This design comes from an exercise in tuning for small area and a short achievable clock period on the open sky130 flow, not from production work. At most, simulation tests tie the RTL to the original design; equivalence was not proved. The RTL of run 1 was laid out without a check of its function.

## flow/design.v (module list and top-level ports; edited modules follow where they fit)
// module dds_sine: 43 lines
// module dds_sine_rom: 1658 lines
// module dds_g_a211oi_1: 3 lines
// module dds_g_a21oi_1: 3 lines
// module dds_g_a221oi_1: 3 lines
// module dds_g_a22oi_1: 3 lines
// module dds_g_a311oi_1: 3 lines
// module dds_g_a31oi_1: 3 lines
// module dds_g_a32oi_1: 3 lines
// module dds_g_a41oi_1: 3 lines
// module dds_g_clkinv_1: 3 lines
// module dds_g_nand2_1: 3 lines
// module dds_g_nand3_1: 3 lines
// module dds_g_nand4_1: 3 lines
// module dds_g_nor2_1: 3 lines
// module dds_g_nor3_1: 3 lines
// module dds_g_nor4_1: 3 lines
// module dds_g_o2111ai_1: 3 lines
// module dds_g_o211ai_1: 3 lines
// module dds_g_o21a_1: 3 lines
// module dds_g_o21ai_0: 3 lines
// module dds_g_o221ai_1: 3 lines
// module dds_g_o22ai_1: 3 lines
// module dds_g_o311ai_0: 3 lines
// module dds_g_o31ai_1: 3 lines
// module dds_g_o32ai_1: 3 lines
// module dds_g_o41ai_1: 3 lines
// module dds_g_xnor2_1: 3 lines
// module dds_fir_gen: 1639 lines
// module dds_fa: 4 lines
// module dds_ha: 4 lines
module dds_fir_gen (
   input  logic        aclk_0,
   input  logic        aresetn_0,
   input  logic [31:0] pinc_0,
   output logic [31:0] m_axis_data_tdata_0,
   output logic        M_AXIS_DATA_0_tvalid
);
  // ...
==> flow/run.sh <==
#!/bin/bash
# synth_recipe.tcl (not shown) runs the flow's synth.tcl, then flattens the netlist and writes it again
# the make line also repeats each setting of config.mk as NAME=value (left out here)
make -C /OpenROAD-flow-scripts/flow DESIGN_CONFIG=/design/flow/config.mk WORK_HOME=/design/flow/orfs CLKGATE_MAP_FILE= SYNTH_SCRIPT=/design/flow/synth_recipe.tcl finish
==> flow/config.mk <==
export PLATFORM = sky130hd
export DESIGN_NAME = dds_fir_gen
export DESIGN_NICKNAME = dds_fir_gen
export VERILOG_FILES = /design/flow/design.v
export SDC_FILE = /design/flow/constraint.sdc
export NUM_CORES = 4
export LEC_CHECK = 0
export CAP_MARGIN = 20
export CORE_MARGIN = 2
export CORE_UTILIZATION = 40
export SETUP_SLACK_MARGIN = 4.5
export SLEW_MARGIN = 20
export SYNTH_HIERARCHICAL = 1
==> flow/constraint.sdc <==
create_clock -name core_clock -period 8.0 [get_ports {aclk_0}]
set_input_delay 1.6000 -clock core_clock [delete_from_list [all_inputs] [get_ports {aclk_0}]]
set_output_delay 1.6000 -clock core_clock [all_outputs]
set_load 0.01 [all_outputs]
==> impl_summary.log, run 1 <==
INFO  metric chain_of_cells_forming_the_critical_path = fa_2 -> fa_1 -> fa_1 -> ha_4 -> and3_4 -> and4_4 -> a32oi_4 -> o311a_1 -> o41ai_4 -> xnor2_1
INFO  metric first_pass_grt_wire_length = 108 mm
INFO  metric clockBufferDepth = 3
INFO  metric cts.repair_timing.setup_buffer_count = 10
INFO  metric boundaryPins = 67
INFO  metric final_net_count = 2687
INFO  metric post_cts_hold_buffer_count = 0
INFO  metric critPathSlowestCell = sky130_fd_sc_hd__fa_1
INFO  metric row_count = 91
INFO  metric run_status = finished clean
INFO  metric drt_first_iter_violations = 975
INFO  metric logic_depth_of_the_worst_setup_path_including_buffers = 10
INFO  metric worst_slew_margin_relative_to_its_limit = 31.4%
INFO  metric maxCapViolCount = 0
INFO  metric timing.critical_path.to_type = flop
INFO  metric core_region_area = 61700 um^2
INFO  metric synth_top_family_by_area = adder cells
INFO  metric grt_busiest_layer = met2
INFO  metric avgSynthCellArea = 12.5 um^2
INFO  metric reg2reg_to = y_q[21]
INFO  metric grt_pass1_vias = 17400
INFO  metric layout.non_clock_inverters = 200
INFO  metric synth_edf_count = 0
INFO  metric nonClkBufAreaFrac = 3.11%
INFO  metric timing_worst_setup_path_type = flop to flop
INFO  metric grt_util_met3 = 3.97%
INFO  metric post_synth_and_or_nand_nor_area_fraction = 7.25%
INFO  metric yosys.area_share.adder = 39.8%
INFO  metric leading_cell_type_in_the_layout_fill_and_taps_excluded = sky130_fd_sc_hd__fa_1
INFO  metric yosys.area.top_type_share = 35.2%
INFO  metric required = 8.50 ns
INFO  metric end_of_the_worst_hold_path = dl_q[10][10]
INFO  metric met1_length = 29.8 mm
INFO  metric initial_utilization = 40.5%
INFO  metric met2_wirelength_from_detailed_routing = 32.6 mm
INFO  metric crit_end = y_q[21]
INFO  metric fin_setup_tns = 0 ns
INFO  metric tritoncts.num_buffers = 46
==> module dds_sine, before the edit <==
module dds_sine (
   input  logic               clk,
   input  logic               rst_n,
   input  logic [31:0]        pinc,
   output logic [15:0]        sample
);
   logic [10:0] lo_q, mid_q;
   logic [9:0]  hi_q;
   logic        c1_q, c2_q;
   logic [11:0] lo_sum, mid_sum;
   logic [9:0]  a1_q, a2_q, a3_q;
   logic [15:0] m4_q;
   logic [9:0]  fold;
   logic [14:0] mag;
   logic [15:0] samp_q;
   assign lo_sum  = {1'b0, lo_q} + {1'b0, pinc[10:0]};
   assign mid_sum = {1'b0, mid_q} + {1'b0, pinc[21:11]} + {11'd0, c1_q};
   always_ff @(posedge clk or negedge rst_n) begin
      if (!rst_n) begin
         lo_q  <= '0;
         mid_q <= '0;
         hi_q  <= '0;
         c1_q  <= 1'b0;
         c2_q  <= 1'b0;
      end else begin
         lo_q  <= lo_sum[10:0];
         c1_q  <= lo_sum[11];
         mid_q <= mid_sum[10:0];
         c2_q  <= mid_sum[11];
         hi_q  <= hi_q + pinc[31:22] + {9'd0, c2_q};
      end
   end
   assign fold = {a1_q[9], a1_q[8] ? 9'd256 - {1'b0, a1_q[7:0]} : {1'b0, a1_q[7:0]}};
   dds_sine_rom u_rom (.a(a3_q[8:0]), .mag(mag));
   always_ff @(posedge clk) begin
      a1_q   <= hi_q + {9'd0, c2_q} + {9'd0, c1_q & (&mid_q)};
      a2_q   <= fold;
      a3_q   <= a2_q;
      m4_q   <= {a3_q[9], mag};
      samp_q <= (m4_q[15] ? -{1'b0, m4_q[14:0]} : {1'b0, m4_q[14:0]}) ^ 16'h8000;
   end
   assign sample = samp_q;
endmodule
==> run 2: changes to the inputs <==
--- a/flow/design.v
+++ b/flow/design.v
@@ -13,8 +13,7 @@
    logic [9:0]  hi_q;
    logic        c1_q, c2_q;
    logic [11:0] lo_sum, mid_sum;
-   logic [9:0]  a1_q, a2_q, a3_q;
-   logic [15:0] m4_q;
+   logic [9:0]  a1_q, a2_q, a3_q, a4_q;
    logic [9:0]  fold;
    logic [14:0] mag;
    logic [15:0] samp_q;
@@ -36,13 +35,13 @@
       end
    end
    assign fold = {a1_q[9], a1_q[8] ? 9'd256 - {1'b0, a1_q[7:0]} : {1'b0, a1_q[7:0]}};
-   dds_sine_rom u_rom (.a(a3_q[8:0]), .mag(mag));
+   dds_sine_rom u_rom (.a(a4_q[8:0]), .mag(mag));
    always_ff @(posedge clk) begin
       a1_q   <= hi_q + {9'd0, c2_q} + {9'd0, c1_q & (&mid_q)};
       a2_q   <= fold;
       a3_q   <= a2_q;
-      m4_q   <= {a3_q[9], mag};
-      samp_q <= (m4_q[15] ? -{1'b0, m4_q[14:0]} : {1'b0, m4_q[14:0]}) ^ 16'h8000;
+      a4_q   <= a3_q;
+      samp_q <= (a4_q[9] ? -{1'b0, mag} : {1'b0, mag}) ^ 16'h8000;
    end
    assign sample = samp_q;
 endmodule
--- a/flow/config.mk
+++ b/flow/config.mk
@@ -8,6 +8,5 @@
 export CAP_MARGIN = 20
 export CORE_MARGIN = 2
 export CORE_UTILIZATION = 40
-export SETUP_SLACK_MARGIN = 4.5
 export SLEW_MARGIN = 20
 export SYNTH_HIERARCHICAL = 1
==> run 2 against run 1 <==
  * Still clean on timing, DRC and antenna
  * Hold slack worse by 0.010 ns
  * Cell area down 2.3%
  * Non-clock buffer count down 19
  * Via count down 1.0%
  * Critical path depth up 13
  * Sequential share of layout area down 0.088 points
  * First-iteration DRC count down 5.2%
  * Sequential cell count down 6
  * Global-route usage up 0.37 points
  * Highest routed layer is now met4
==> impl_summary.log, run 2 <==
INFO  metric worst_clock_skew = 0.0210 ns (was 0.0230 ns)
INFO  metric largest_reg_flops = 208 (unchanged)
INFO  metric leading_cell_type_in_the_layout_fill_and_taps_excluded = sky130_fd_sc_hd__fa_1 (unchanged)
INFO  metric post_drt_wl_per_cell = 23.4 um (was 23.0 um)
INFO  metric vias = 15400 (was 15600)
INFO  metric syn_to_final_growth = 12.8% (was 14.8%)
INFO  metric grt_overflow_total = 0 (unchanged)
INFO  metric worst_slew_margin_relative_to_its_limit = 36.9% (was 31.4%)
INFO  metric synth-warning-count = 9 (unchanged)
INFO  metric timing.critical_path.mode_cell = sky130_fd_sc_hd__nor2_1 (was sky130_fd_sc_hd__fa_1)
INFO  metric largest_register = dl_q (unchanged)
INFO  metric row_count = 91 (unchanged)
INFO  metric design_area_final = 28100 um^2 (was 28700 um^2)
INFO  metric mostFrequentLayoutCells = 439 x sky130_fd_sc_hd__fa_1, 356 x sky130_fd_sc_hd__dfxtp_1, 198 x sky130_fd_sc_hd__inv_1 (was 433 x sky130_fd_sc_hd__fa_1, 317 x sky130_fd_sc_hd__dfxtp_1, 198 x sky130_fd_sc_hd__inv_1)
INFO  metric hold_path.class = flop to flop (unchanged)
INFO  metric grt_start_max_net_pins = 65 (unchanged)
INFO  metric required = 8.51 ns (was 8.50 ns)
INFO  metric synth_top_cells_by_count = 439 x sky130_fd_sc_hd__fa_1, 356 x sky130_fd_sc_hd__dfxtp_1, 200 x sky130_fd_sc_hd__inv_1 (was 439 x sky130_fd_sc_hd__fa_1, 362 x sky130_fd_sc_hd__dfxtp_1, 200 x sky130_fd_sc_hd__inv_1)
INFO  metric timing_worst_setup_path_type = flop to flop (unchanged)
INFO  metric clk_latency_worst_skew_pair = 0.59 ns (about the same)
INFO  metric first_pass_grt_wire_length = 109 mm (was 108 mm)
INFO  metric first_pass_iters = 5 (unchanged)
INFO  metric fin_hold_ws = 0.312 ns (was 0.322 ns)
INFO  metric reg2reg_to = u_sine.samp_q[14] (was y_q[21])
INFO  metric clk_pin_slew = 0.07 ns (was 0.06 ns)
INFO  metric crit_end = u_sine.samp_q[14] (was y_q[21])
INFO  metric timing.rr.start = u_sine.a4_q[0] (was dl_q[11][2])
INFO  metric antenna_found_initial = 1 (was 2)
INFO  metric grt_pass1_vias = 17400 (about the same)
INFO  metric chipHeight = 253 um (was 254 um)
INFO  metric min_path_cells = 0 (unchanged)
INFO  metric cts.repair_timing.setup_buffer_count = 0 (was 10)
INFO  metric drt_first_iter_violations = 924 (was 975)
INFO  metric yosys.area.top_type_share = 35.3% (was 35.2%)
INFO  metric post_cts_hold_buffer_count = 0 (unchanged)
INFO  metric final_min_period_over_clock_period = 65.5% (was 43.8%)
INFO  metric gp_congestion = 0.992 (was 1.01)
INFO  metric final_max_slew_viol_count = 0 (unchanged)
INFO  metric synth_edf_count = 0 (unchanged)
INFO  metric place.port_buffers = 59 (unchanged)
INFO  metric critical_path.startpoint_type = flop (unchanged)
INFO  metric cts.sinks = 420 (was 426)
INFO  metric floorplan_die_area = 64200 um^2 (was 64500 um^2)
INFO  metric htree_num_levels = 2 (unchanged)
INFO  metric postCtsResizedCells = 0 (was 64)
INFO  metric timing.critical_path.buf_inv = 5 (was 0)
INFO  metric remaining_drc_errors = 0 (unchanged)
INFO  metric boundaryPins = 67 (unchanged)
INFO  metric route.detailed.vias_per_inst = 5.19 (was 5.20)
INFO  metric critPathSlowestCell = sky130_fd_sc_hd__nor2_1 (was sky130_fd_sc_hd__fa_1)
INFO  metric avgSynthCellArea = 12.5 um^2 (about the same)
INFO  metric timing.critical_path.from = u_sine.a4_q[0] (was dl_q[11][2])
INFO  metric seq_area_frac_synth = 35.1% (was 35.4%)
INFO  metric logic_depth_of_the_worst_setup_path_including_buffers = 23 (was 10)
INFO  metric synth.lib_cells_used.distinct = 72 (unchanged)
INFO  metric timing_worst_slew_pin_value = 0.943 ns (was 1.03 ns)
INFO  metric antenna-diode-count = 0 (unchanged)
INFO  metric synth_top_cells_by_area = sky130_fd_sc_hd__fa_1 35%, sky130_fd_sc_hd__dfxtp_1 29%, sky130_fd_sc_hd__dfrtp_1 6.4%, sky130_fd_sc_hd__ha_1 4.7%, sky130_fd_sc_hd__inv_1 3.0% (unchanged)
INFO  metric timing.critical_path.slowest_cell_delay = 0.45 ns (was 0.54 ns)
INFO  metric gr-usage-all-layers = 22.9% (was 22.5%)
INFO  metric ys_seq_elements = 420 (was 426)
INFO  metric worst-path-max-fanout = 13 (was 5)
INFO  metric total_wire_length_after_detailed_routing = 69.5 mm (was 68.8 mm)
INFO  metric maxCapViolCount = 0 (unchanged)
INFO  metric largest_registers = dl_q: 208 flops, cs2_q: 47 flops, cs1_q: 45 flops (unchanged)
INFO  metric ff2ff_path_depth = 23 (was 10)
INFO  metric post_route_cells_drive_above_1_share = 11.2% (was 16.2%)
INFO  metric chain_of_cells_forming_the_critical_path = buf_4 -> inv_1 -> nor2_1 -> nor2_1 -> inv_1 -> nor2_1 -> inv_1 -> nand2_1 -> nor2_1 -> nor2_1 -> a21oi_2 -> nand3_1 -> o311ai_1 -> a32oi_1 -> o22ai_1 -> nand2_1 -> inv_1 -> ha_1 -> nand2b_1 -> o21ai_2 -> o21ai_0 -> a21oi_1 -> xnor2_1 (was fa_2 -> fa_1 -> fa_1 -> ha_4 -> and3_4 -> and4_4 -> a32oi_4 -> o311a_1 -> o41ai_4 -> xnor2_1)
INFO  metric finalHoldViolations = 0 (unchanged)
INFO  metric initial_utilization = 40.4% (was 40.5%)
INFO  metric run_status = finished clean (unchanged)
INFO  metric tritoncts = done (unchanged)
INFO  metric fin_setup_tns = 0 ns (unchanged)
INFO  metric path_delay_family = simple AND/OR/NAND/NOR gates (was adder cells)
INFO  metric unrepaired_setup_endpoints_after_global_routing = false (was true)
INFO  metric die_w = 253 um (was 254 um)
INFO  metric max_clock_freq = 0.191 GHz (was 0.285 GHz)
INFO  metric arrival = 5.75 ns (was 4.00 ns)
INFO  metric period_minus_slack = 5.24 ns (was 3.50 ns)
INFO  metric core_region_area = 61600 um^2 (was 61700 um^2)
INFO  metric timing.critical_path.to_type = flop (unchanged)
INFO  metric tritoncts.num_buffers = 47 (was 46)
INFO  metric syn-instance-count = 1995 (was 2001)
INFO  metric post_synth_arst_share = 15.2% (was 15.0%)
INFO  metric yosys.cell_count.top_type = sky130_fd_sc_hd__fa_1 (unchanged)
INFO  metric clockBufferDepth = 3 (unchanged)
INFO  metric clock_tree.root_cell = sky130_fd_sc_hd__clkbuf_16 (unchanged)
INFO  metric reg2reg_setup_slack = 2.76 ns (was 4.50 ns)
INFO  metric setup-violations-final = 0 (unchanged)
INFO  metric antenna_violating_nets_post_route = 0 (unchanged)
INFO  metric final_net_count = 2663 (was 2687)
INFO  metric synth_area_leader_cell = sky130_fd_sc_hd__fa_1 (unchanged)
INFO  metric synthFlopType = sky130_fd_sc_hd__dfxtp_1 (unchanged)
INFO  metric syn_area = 24900 um^2 (was 25000 um^2)
INFO  metric placement.cell_area = 26500 um^2 (was 26600 um^2)
INFO  metric detailedPlacementHpwl = 55.2 mm (was 54.9 mm)
-- run 2: through the flow --
stage	utilization, %	std cells	worst slack (ns)
6_report	45.5	2971	2.76
3_5_place_dp	42.9	2885	2.81
2_1_floorplan	-	2001	3.47
4_1_cts	45.5	2971	2.81
3_3_place_gp	42.9	2885	2.71
5_1_grt	45.5	2971	2.42
-- run 2: layout make-up --
| type | count | area, um^2 |
|---|---|---|
| clock buffers | 68 | 1340 |
| multi-input cells | 1349 | 15200 |
| fillers | 5690 | 33500 |
| inverters | 200 | 751 |
| flip-flops and latches | 420 | 8730 |
| clock inverters | 18 | 268 |
| repair buffers | 79 | 738 |
| well taps | 837 | 1050 |
-- run 2: logic make-up (layout without fill, tap and decap cells) --
logic type | after synthesis | count (layout) | synth area share, %
compound gates | 350 | 350 | 11.0
xor+xnor | 75 | 75 | 2.64
fa+ha+maj | 532 | 532 | 40.0
buf+inv | 232 | 365 | 3.95
flops | 420 | 420 | 35.1
mux | 1 | 1 | 0.0402
other cells | 1 | 7 | 0.0151
simple gates | 384 | 384 | 7.28
-- run 2: per-module statistics from Yosys, one instance, submodules excluded, a selection --
module          flops+latches  cells inside  cell area (um^2)  times used
dds_ha                      0             1              12.5          24
dds_g_clkinv_1              0             1              3.75          71
dds_g_nor4_1                0             1              12.5           4
dds_g_a211oi_1              0             1              12.5           8
dds_g_o211ai_1              0             1              12.5          11
dds_g_nor2_1                0             1              3.75         138
dds_sine                   90           365              4000           1
dds_g_a311oi_1              0             1              8.76           2
dds_g_a32oi_1               0             1              8.76           4
dds_g_o31ai_1               0             1              12.5           4
-- run 2: how the worst min path moves through the flow --
stage,from,end
floorplan,cs1_q[1],cs2_q[0]
global placement,u_sine.a3_q[4],u_sine.a4_q[4]
detailed placement,dl_q[1][13],dl_q[2][13]
CTS,u_sine.a3_q[8],u_sine.a4_q[8]
global route,u_sine.a3_q[8],u_sine.a4_q[8]
finish,u_sine.a3_q[8],u_sine.a4_q[8]
-- run 2: metal layers --
metal,track usage (%),wire length (um)
met1,32.1,30700
met2,36.6,32900
met3,3.33,3650
met4,7.59,2260
met5,0,0
==> run 3: changes to the inputs <==
--- a/flow/config.mk
+++ b/flow/config.mk
@@ -8,5 +8,6 @@
 export CAP_MARGIN = 20
 export CORE_MARGIN = 2
 export CORE_UTILIZATION = 40
+export SETUP_SLACK_MARGIN = 4.7
 export SLEW_MARGIN = 20
 export SYNTH_HIERARCHICAL = 1
==> run 3 against run 2 <==
  * Sequential share of layout area down 2.5 points
  * Still clean
  * Critical path depth down 11
==> impl_summary.log, run 3 <==
INFO  metric period_minus_slack = 3.56 ns (was 5.24 ns)
INFO  metric gp_congestion = 0.995 (was 0.992)
INFO  metric synthFlopType = sky130_fd_sc_hd__dfxtp_1 (unchanged)
INFO  metric synth_xor_xnor_area_share = 2.64% (unchanged)
INFO  metric seq_area_frac_synth = 35.1% (unchanged)
INFO  metric remaining_drc_errors = 0 (unchanged)
INFO  metric critPathSlowestCell = sky130_fd_sc_hd__fa_2 (was sky130_fd_sc_hd__nor2_1)
INFO  metric largest_reg_flops = 208 (unchanged)
INFO  metric post_synth_and_or_nand_nor_area_fraction = 7.28% (unchanged)
INFO  metric synth_top_cells_by_count = 439 x sky130_fd_sc_hd__fa_1, 356 x sky130_fd_sc_hd__dfxtp_1, 200 x sky130_fd_sc_hd__inv_1 (unchanged)
INFO  metric yosys.area.top_type_share = 35.3% (unchanged)
INFO  metric finalHoldViolations = 0 (unchanged)
INFO  metric die_w = 253 um (unchanged)
INFO  metric gr-usage-all-layers = 22.4% (was 22.9%)
INFO  metric maxCapViolCount = 0 (unchanged)
INFO  metric worst_slew_margin_relative_to_its_limit = 38.1% (was 36.9%)
INFO  metric syn-instance-count = 1995 (unchanged)
INFO  metric drt_first_iter_violations = 1105 (was 924)
INFO  metric post_drt_wl_per_cell = 22.3 um (was 23.4 um)
INFO  metric clk_pin_slew = 0.08 ns (was 0.07 ns)
INFO  metric yosys-mux-area-fraction = 0.0402% (unchanged)
INFO  metric final_net_count = 2811 (was 2663)
INFO  metric clk_latency_worst_skew_pair = 0.58 ns (was 0.59 ns)
INFO  metric multi_input_area = 16700 um^2 (was 15200 um^2)
INFO  metric fin_setup_tns = 0 ns (unchanged)
INFO  metric core_region_area = 61600 um^2 (unchanged)
INFO  metric mostFrequentLayoutCells = 322 x sky130_fd_sc_hd__fa_1, 300 x sky130_fd_sc_hd__dfxtp_1, 172 x sky130_fd_sc_hd__inv_1 (was 439 x sky130_fd_sc_hd__fa_1, 356 x sky130_fd_sc_hd__dfxtp_1, 198 x sky130_fd_sc_hd__inv_1)
INFO  metric synth_area_leader_cell = sky130_fd_sc_hd__fa_1 (unchanged)
INFO  metric post_synth_arst_share = 15.2% (unchanged)
INFO  metric tritoncts = done (unchanged)
INFO  metric antenna-diode-count = 0 (unchanged)
INFO  metric largest_registers = dl_q: 208 flops, cs2_q: 47 flops, cs1_q: 45 flops (unchanged)
INFO  metric grt_start_max_net_pins = 65 (unchanged)
INFO  metric worst-path-max-fanout = 3 (was 13)
INFO  metric grt_pass1_vias = 17900 (was 17400)
INFO  metric cts.sinks = 420 (unchanged)
INFO  metric initial_utilization = 40.4% (unchanged)
INFO  metric timing.critical_path.slowest_cell_delay = 0.59 ns (was 0.45 ns)
INFO  metric yosys.cell_count.top_type = sky130_fd_sc_hd__fa_1 (unchanged)
INFO  metric fillers = 5316 (was 5690)
INFO  metric max_clock_freq = 0.281 GHz (was 0.191 GHz)
INFO  metric grt_overflow_total = 0 (unchanged)
INFO  metric chipHeight = 253 um (unchanged)
INFO  metric clock_tree.root_cell = sky130_fd_sc_hd__clkbuf_16 (unchanged)
INFO  metric unrepaired_setup_endpoints_after_global_routing = true (was false)
INFO  metric syn_area = 24900 um^2 (unchanged)
INFO  metric yosys.area_share.adder = 40.0% (unchanged)
INFO  metric hold_path.class = flop to flop (unchanged)
INFO  metric required = 8.49 ns (was 8.51 ns)
INFO  metric clockBufferDepth = 3 (unchanged)
INFO  metric htree_num_levels = 2 (unchanged)
INFO  metric critical_path.startpoint_type = flop (unchanged)
INFO  metric setup-violations-final = 0 (unchanged)
INFO  metric post_route_cells_drive_above_1_share = 33.0% (was 11.2%)
INFO  metric run_status = finished clean (unchanged)
INFO  metric timing_worst_slew_pin_value = 0.928 ns (was 0.943 ns)
INFO  metric avgSynthCellArea = 12.5 um^2 (unchanged)
INFO  metric leading_cell_type_in_the_layout_fill_and_taps_excluded = sky130_fd_sc_hd__fa_1 (unchanged)
INFO  metric worst_clock_skew = 0.0232 ns (was 0.0210 ns)
INFO  metric antenna_found_initial = 0 (was 1)
INFO  metric place.port_buffers = 59 (unchanged)
INFO  metric final-seq-area = 8890 um^2 (was 8730 um^2)
INFO  metric synth_compound_area_share = 11.0% (unchanged)
INFO  metric path_delay_family = adder cells (was simple AND/OR/NAND/NOR gates)
INFO  metric timing.critical_path.buf_inv = 2 (was 5)
INFO  metric arrival = 4.05 ns (was 5.75 ns)
INFO  metric synth-warning-count = 9 (unchanged)
INFO  metric timing_worst_setup_path_type = flop to flop (unchanged)
INFO  metric tritoncts.num_buffers = 46 (was 47)
INFO  metric vias = 16100 (was 15400)
INFO  metric antenna_violating_nets_post_route = 0 (unchanged)
INFO  metric placement.cell_area = 26500 um^2 (about the same)
INFO  metric ys_seq_elements = 420 (unchanged)
INFO  metric boundaryPins = 67 (unchanged)
INFO  metric final_max_slew_viol_count = 0 (unchanged)
INFO  metric largest_register = dl_q (unchanged)
INFO  metric detailedPlacementHpwl = 52.0 mm (was 55.2 mm)
INFO  metric synth_edf_count = 0 (unchanged)
INFO  metric synth_top_family_by_area = adder cells (unchanged)
INFO  metric synth_top_cells_by_area = sky130_fd_sc_hd__fa_1 35%, sky130_fd_sc_hd__dfxtp_1 29%, sky130_fd_sc_hd__dfrtp_1 6.4%, sky130_fd_sc_hd__ha_1 4.7%, sky130_fd_sc_hd__inv_1 3.0% (unchanged)
INFO  metric design_area_final = 31100 um^2 (was 28100 um^2)
INFO  metric timing.critical_path.to_type = flop (unchanged)
INFO  metric first_pass_iters = 5 (unchanged)
INFO  metric chain_of_cells_forming_the_critical_path = fa_2 -> fa_1 -> fa_2 -> ha_4 -> buf_6 -> a21oi_4 -> o21ai_2 -> a32oi_4 -> buf_6 -> nand2_4 -> a221oi_4 -> xnor2_1 (was buf_4 -> inv_1 -> nor2_1 -> nor2_1 -> inv_1 -> nor2_1 -> inv_1 -> nand2_1 -> nor2_1 -> nor2_1 -> a21oi_2 -> nand3_1 -> o311ai_1 -> a32oi_1 -> o22ai_1 -> nand2_1 -> inv_1 -> ha_1 -> nand2b_1 -> o21ai_2 -> o21ai_0 -> a21oi_1 -> xnor2_1)
INFO  metric final_min_period_over_clock_period = 44.5% (was 65.5%)
INFO  metric total_wire_length_after_detailed_routing = 69.6 mm (was 69.5 mm)
INFO  metric syn_to_final_growth = 25.1% (was 12.8%)
INFO  metric first_pass_grt_wire_length = 107 mm (was 109 mm)
INFO  metric row_count = 91 (unchanged)
INFO  metric synth.lib_cells_used.distinct = 72 (unchanged)
INFO  metric floorplan_die_area = 64200 um^2 (unchanged)
INFO  metric route.detailed.vias_per_inst = 5.17 (was 5.19)
## run 3: cell count changes in the layout (fill, tap and decap cells not counted), sizes merged
cell / change
clkinv: +2
clkinvlp: +9
bufinv: -2
clkbuf: -2
buf: +149
inv: -7
## run 3: layer usage
layer  vias up  share of wire (%)  wire, um  GRT usage (%)
li1       7105                  -         -              -
met1      8301                 42     29000           29.7
met2       535                 48     33200           36.1
met3       191                6.1      4240           3.89
met4         0                4.6      3170           9.84
met5         -                  0         0              0
## run 3: final timing paths
path / startpoint / endpoint / slack (ns) / depth (start not counted)
setup / recovery: dl_q[11][3] / y_q[23] / 4.44 / 12
hold / removal: u_sine.a3_q[1] / u_sine.a4_q[1] / 0.31 / 0
setup reg to reg: dl_q[11][3] / y_q[23] / 4.44 / 12
hold reg to reg: u_sine.a3_q[1] / u_sine.a4_q[1] / 0.31 / 0
max in group asynchronous: aresetn_0 / u_sine.lo_q[6] / 6.23 / 1
min in group asynchronous: aresetn_0 / y_q[3] / 1.15 / 1
## run 3: what timing repair did
action / CTS / global route
gates resized for setup: 331 / 167
hold buffers: 0 / 0
setup endpoints to repair: 84 / 55
cloned: 0 / 0
pin swaps: 80 / 102
buffers inserted: 109 / 48
## run 3: final cells by class
cell class,count,area share [%]
well taps,837,3.37
inverters,200,2.55
multi-input cells,1349,53.6
clock inverters,20,0.808
flip-flops and latches,420,28.6
clock buffers,66,4.29
repair buffers,228,6.81
## run 3: kinds of logic after synthesis
group           count (synthesis)
fa+ha+maj                     532
flops                         420
compound gates                350
other cells                     1
mux                             1
buf+inv                       232
simple gates                  384
xor+xnor                       75
## run 3: modules after synthesis, one instance, submodules excluded, excerpt
module          flip-flops and latches  area [um^2]
dds_g_a211oi_1                       0         12.5
dds_sine_rom                         0          113
dds_g_a32oi_1                        0         8.76
dds_g_o21ai_0                        0         5.00
dds_g_nor4_1                         0         12.5
dds_g_a31oi_1                        0         6.26
dds_g_o31ai_1                        0         12.5
dds_g_a22oi_1                        0         12.5
dds_fir_gen                        330         8670
dds_g_nor3_1                         0         10.0
dds_g_o311ai_0                       0         8.76
dds_g_o221ai_1                       0         15.0
dds_g_a21oi_1                        0         8.76
## run 3: metrics by stage
stage | setup WS, ns | std cells | hold WS, ns | utilization [%]
after global routing | 4.34 | 3120 | 0.321 | 50.5
after global placement | 3.05 | 2877 | 0.310 | 43.0
after CTS | 4.33 | 3072 | 0.315 | 48.9
final | 4.44 | 3120 | 0.311 | 50.5
after detailed placement | 3.18 | 2877 | 0.312 | 43.0
after floorplan | 4.61 | 2001 | 0.309 | -

-- what the ideal ports hide --
How much do the figures lean on ideal ports? The routed layouts below were timed once more, with nothing changed but the port constraints. Step 1, drivers: a clkbuf_16 drives aclk_0 and a buf_2 each remaining input, both assumed. Step 2 moves the port delays by t, midway between the first and last clock arrival at a register: inputs arrive t later, outputs are due t later. That takes back most of the time a late clock gives input paths. Three values: ideal, step 1, step 2; two values: the first two.
run	t (ns)	setup slack, ns	worst hold slack (ns)	clock arrival spread, ns	worst data-port slew with drivers (ns)
run 1	0.643	4.497 / 4.497 / 4.151	0.322 / 0.322 / 0.322	0.025 / 0.025	0.05
run 2	0.639	2.757 / 2.757 / 2.757	0.312 / 0.312 / 0.312	0.025 / 0.025	0.05
run 3	0.626	4.444 / 4.444 / 4.165	0.311 / 0.311 / 0.311	0.026 / 0.026	0.05
After both steps every run listed still meets setup and hold. The setup slack of run 1, which loses most, moves by 0.000 ns with the drivers and by -0.346 ns with both steps.
